This is an optimization exercise on Yosys and OpenROAD, whose aim is small area, a short achievable clock period and few clock cycles per item, not a production implementation.
In this exercise RTL edits were held to simulation tests only and were not proved equivalent to the original.

Design sub_bytes_engine, start of the top module:
module sub_bytes_engine #(
   parameter int WORD_BYTES = 16,
   parameter int LANES      = 1,
   parameter int INVERSE_EN = 1
) (
   input  logic                    clk,
   input  logic                    rst_n,
   input  logic                    in_valid,
   output logic                    in_ready,
   input  logic [8*WORD_BYTES-1:0] in_data,
   input  logic                    in_inv,
   output logic                    out_valid,
   input  logic                    out_ready,
   output logic [8*WORD_BYTES-1:0] out_data,
   output logic                    busy
);
For scale: about 3,500 cells after synthesis, ~260 I/O pins, about 29,000 sq um of cells after synthesis.
export LEC_CHECK = 0
export CAP_MARGIN = 20
export CORE_MARGIN = 2
export CORE_UTILIZATION = 40
export SETUP_SLACK_MARGIN = 3.7
export SLEW_MARGIN = 20
export SYNTH_HIERARCHICAL = 1
export SYNTH_MINIMUM_KEEP_SIZE = 0
create_clock -name core_clock -period 7.5 [get_ports {clk}]
standard.sh (not shown) runs the stock make flow with config.mk's settings and CLKGATE_MAP_FILE= SYNTH_SCRIPT=/design/flow/synth_recipe.tcl, a recipe that flattens the netlist after the stock synthesis.
==> flow/flow/run.sh <==
#!/bin/bash
# The standard layout, with the port buffers made from sky130_fd_sc_hd__buf_1 instead of
# the buffer that buffer_ports picks by default (a slow delay cell).
set -euo pipefail
export BUFFER_PORTS_ARGS="-buffer_cell sky130_fd_sc_hd__buf_1"
bash standard.sh finish > standard_finish.log 2>&1
Testbench counts at the start, summed over its fixed seeds: cycles 1,616, items 1,600.
Edit:
==> flow/flow/run.sh (replaced) <==
#!/bin/bash
# The standard layout, with the port buffers made from sky130_fd_sc_hd__buf_2 instead of
# the buffer that buffer_ports picks by default (a slow delay cell).
set -euo pipefail
export BUFFER_PORTS_ARGS="-buffer_cell sky130_fd_sc_hd__buf_2"
bash standard.sh finish > standard_finish.log 2>&1
- SETUP_SLACK_MARGIN: 3.7 -> 4.0
Result: Sequential share of layout area drops by 2.9 points. Global-route usage is higher by 0.95 points. Clock-buffer cell count shrinks by 6. Die area stays the same. Worst setup slack is better by 98 ps. Flip-flop and latch count does not change. Wire length increases by 13%. Register-to-register slack gains 130 ps. Final area went up by 14%.
Edit:
- SETUP_SLACK_MARGIN: 4.0 -> 3.7
Effect:
- via count shrinks by 8.1%
- clock-buffer cell count does not change
- sequential share of layout area is higher by 2.9 points
Edit:
- CTS_BUF_LIST: not set -> sky130_fd_sc_hd__clkbuf_8
Outcome: The changed run finished clean. Final cell count is higher by 1.6%. Design area is higher by 1.0%. Setup slack gets worse by 57 ps. Via count is higher by 1.3%. Non-clock buffer count is higher by 46.

========
indigo:
Another version of the RTL of sub_bytes_engine (not shown whole).
For scale: roughly 260 I/O pins, about 0.028 sq mm of cells after synthesis.
Design sub_bytes_engine, start of the top module:
module sub_bytes_engine #(
   parameter int WORD_BYTES = 16,
   parameter int LANES      = 1,
   parameter int INVERSE_EN = 1
) (
   input  logic                    clk,
   input  logic                    rst_n,
   input  logic                    in_valid,
   output logic                    in_ready,
   input  logic [8*WORD_BYTES-1:0] in_data,
   input  logic                    in_inv,
   output logic                    out_valid,
   input  logic                    out_ready,
   output logic [8*WORD_BYTES-1:0] out_data,
   output logic                    busy
);
clock: 7.5 ns
lec_check: 0
cap_margin: 20
core_margin: 2
core_utilization: 60
setup_slack_margin: 3.8
slew_margin: 20
synth_hierarchical: 1
synth_minimum_keep_size: 0
==> flow/flow/run.sh <==
#!/bin/bash
# The standard layout, with the port buffers made from sky130_fd_sc_hd__buf_1 instead of
# the buffer that buffer_ports picks by default (a slow delay cell).
set -euo pipefail
export BUFFER_PORTS_ARGS="-buffer_cell sky130_fd_sc_hd__buf_1"
bash standard.sh finish > standard_finish.log 2>&1
Testbench counts of indigo, summed over its fixed seeds: cycles 1,616, items 1,600.
The following lists how pepper was set up differently from indigo:
- CORE_UTILIZATION now 40, was 60
==> flow/flow/run.sh <==
#!/bin/bash
# The standard layout, with the port buffers made from sky130_fd_sc_hd__buf_2 instead of
# the buffer that buffer_ports picks by default (a slow delay cell).
set -euo pipefail
export BUFFER_PORTS_ARGS="-buffer_cell sky130_fd_sc_hd__buf_2"
bash standard.sh finish > standard_finish.log 2>&1
--- outcome ---
The flow did not stop early for pepper: all stages ran, and the layout cleared the timing, DRC and antenna checks. Clock tree buffer count of the final layout (lower): indigo. Changes observed in pepper relative to indigo: post-synthesis to final-layout area growth +3.6 points; cell count increased 343.
Input changes introduced in harbor (baseline for comparison: pepper):
- GPL_ROUTABILITY_DRIVEN newly set to 0
- CORE_UTILIZATION changed from 40 to 60
==> flow/flow/run.sh <==
#!/bin/bash
# The standard layout, with the port buffers made from sky130_fd_sc_hd__buf_1 instead of
# the buffer that buffer_ports picks by default (a slow delay cell).
set -euo pipefail
export BUFFER_PORTS_ARGS="-buffer_cell sky130_fd_sc_hd__buf_1"
bash standard.sh finish > standard_finish.log 2>&1
### Flow results
- Die area: harbor vs pepper down 0.024 sq mm
- Delta (harbor minus pepper): clock insertion delay at the later pin of the skew report increased 0.05 ns; initial antenna violation count decreased 6.
- On setup slack, the higher figure sits with pepper, not harbor.
- [compare] base=pepper new=harbor: global-route usage went up by 8.3 points; HPWL after detailed placement down about 0.7%; number of resized instances in the post-cts repair step grew by 1.
- | final standard cell count with taps included and fillers excluded | higher: pepper |
Edits applied to the flow inputs when going from harbor to garnet:
- a change of SETUP_SLACK_MARGIN from 3.8 to 3.75
- a deleted GPL_ROUTABILITY_DRIVEN that had been 0
- Result: PASS for each of garnet and harbor
- Maximum clock skew at final layout for garnet is higher than for harbor.
- ~same count of multi-input gates in garnet and harbor
- Overall via count from detail_route on garnet is ahead of harbor.
- The more densely filled core belongs to harbor, not garnet.
- Between garnet and harbor, the clock period minus worst slack is lower for garnet.
Setup changes, garnet to cedar
- a change of SETUP_SLACK_MARGIN from 3.75 to 4.0
==> flow/flow/run.sh <==
#!/bin/bash
# The standard layout, with the port buffers made from sky130_fd_sc_hd__buf_2 instead of
# the buffer that buffer_ports picks by default (a slow delay cell).
set -euo pipefail
export BUFFER_PORTS_ARGS="-buffer_cell sky130_fd_sc_hd__buf_2"
bash standard.sh finish > standard_finish.log 2>&1
Results
Compared with garnet, cedar shows a higher later-pin clock latency in the skew report. First-pass GRT wire length up about 3% in cedar wrt garnet. Final design instance area without fill (lower): garnet. Measured against each other, cedar and garnet differ in post-route fraction of the period consumed by the critical path, the higher figure coming from garnet.
Edits applied to the flow inputs when going from cedar to juniper:
- swapping 4.0 for 3.8 in SETUP_SLACK_MARGIN
- putting CTS_CLUSTER_DIAMETER at 60 where nothing was set
- putting CTS_CLUSTER_SIZE at 30 where nothing was set
==> summary.txt <==
- Minimum clock period in juniper is 0.019 ns lower than in cedar
- Cmp juniper vs cedar: fraction of area in clock buffers and inverters higher in juniper
- Per the comparison of juniper with cedar, logic depth of the worst setup path including buffers down 2, final clock period utilization by the worst path down 0.25 points, wire length down 4.3 mm, final cell count down 83.

[re-timing with driven ports]
How much do the figures lean on ideal ports? The routed layouts below were timed once more, with nothing changed but the port constraints. Step 1 (the two cells are an assumption about what drives the block):
set clk [get_ports {clk}]
set_driving_cell -lib_cell sky130_fd_sc_hd__clkbuf_16 $clk
set_driving_cell -lib_cell sky130_fd_sc_hd__buf_2 [delete_from_list [all_inputs] $clk]
Step 2 times the ports against the registers' clock, not the clock port: input delays grow and output delays shrink by t, the midpoint of the rising clock arrivals with the driver on. Slacks: ideal ports / drivers / drivers and shift; pairs: ideal ports / drivers.
run | shift t [ns] | setup WS [ns] | clock arrival spread, ns | slew at the worst register clock pin (ns)
the first run of note 1 | 0.600 | 3.808 / 3.751 / 3.854 | 0.032 / 0.032 | 0.06 / 0.06
the second run of note 1 | 0.597 | 3.906 / 3.851 / 3.923 | 0.024 / 0.024 | 0.06 / 0.06
the third run of note 1 | 0.592 | 3.826 / 3.773 / 3.865 | 0.024 / 0.024 | 0.06 / 0.06
the fourth run of note 1 | 0.675 | 3.768 / 3.714 / 3.869 | 0.041 / 0.042 | 0.07 / 0.07
indigo | 0.594 | 3.837 / 3.778 / 3.712 | 0.019 / 0.018 | 0.06 / 0.06
pepper | 0.588 | 3.880 / 3.821 / 3.959 | 0.010 / 0.010 | 0.06 / 0.06
harbor | 0.639 | 3.794 / 3.731 / 3.849 | 0.017 / 0.017 | 0.06 / 0.06
garnet | 0.595 | 3.818 / 3.760 / 3.724 | 0.017 / 0.017 | 0.06 / 0.06
cedar | 0.623 | 3.847 / 3.791 / 3.885 | 0.015 / 0.015 | 0.07 / 0.07
juniper | 0.633 | 3.866 / 3.811 / 3.905 | 0.020 / 0.020 | 0.07 / 0.07
After both steps setup and hold are still met in every run listed. The setup slack of indigo, which loses most, moves by -0.059 ns with the drivers and by -0.125 ns with both steps.
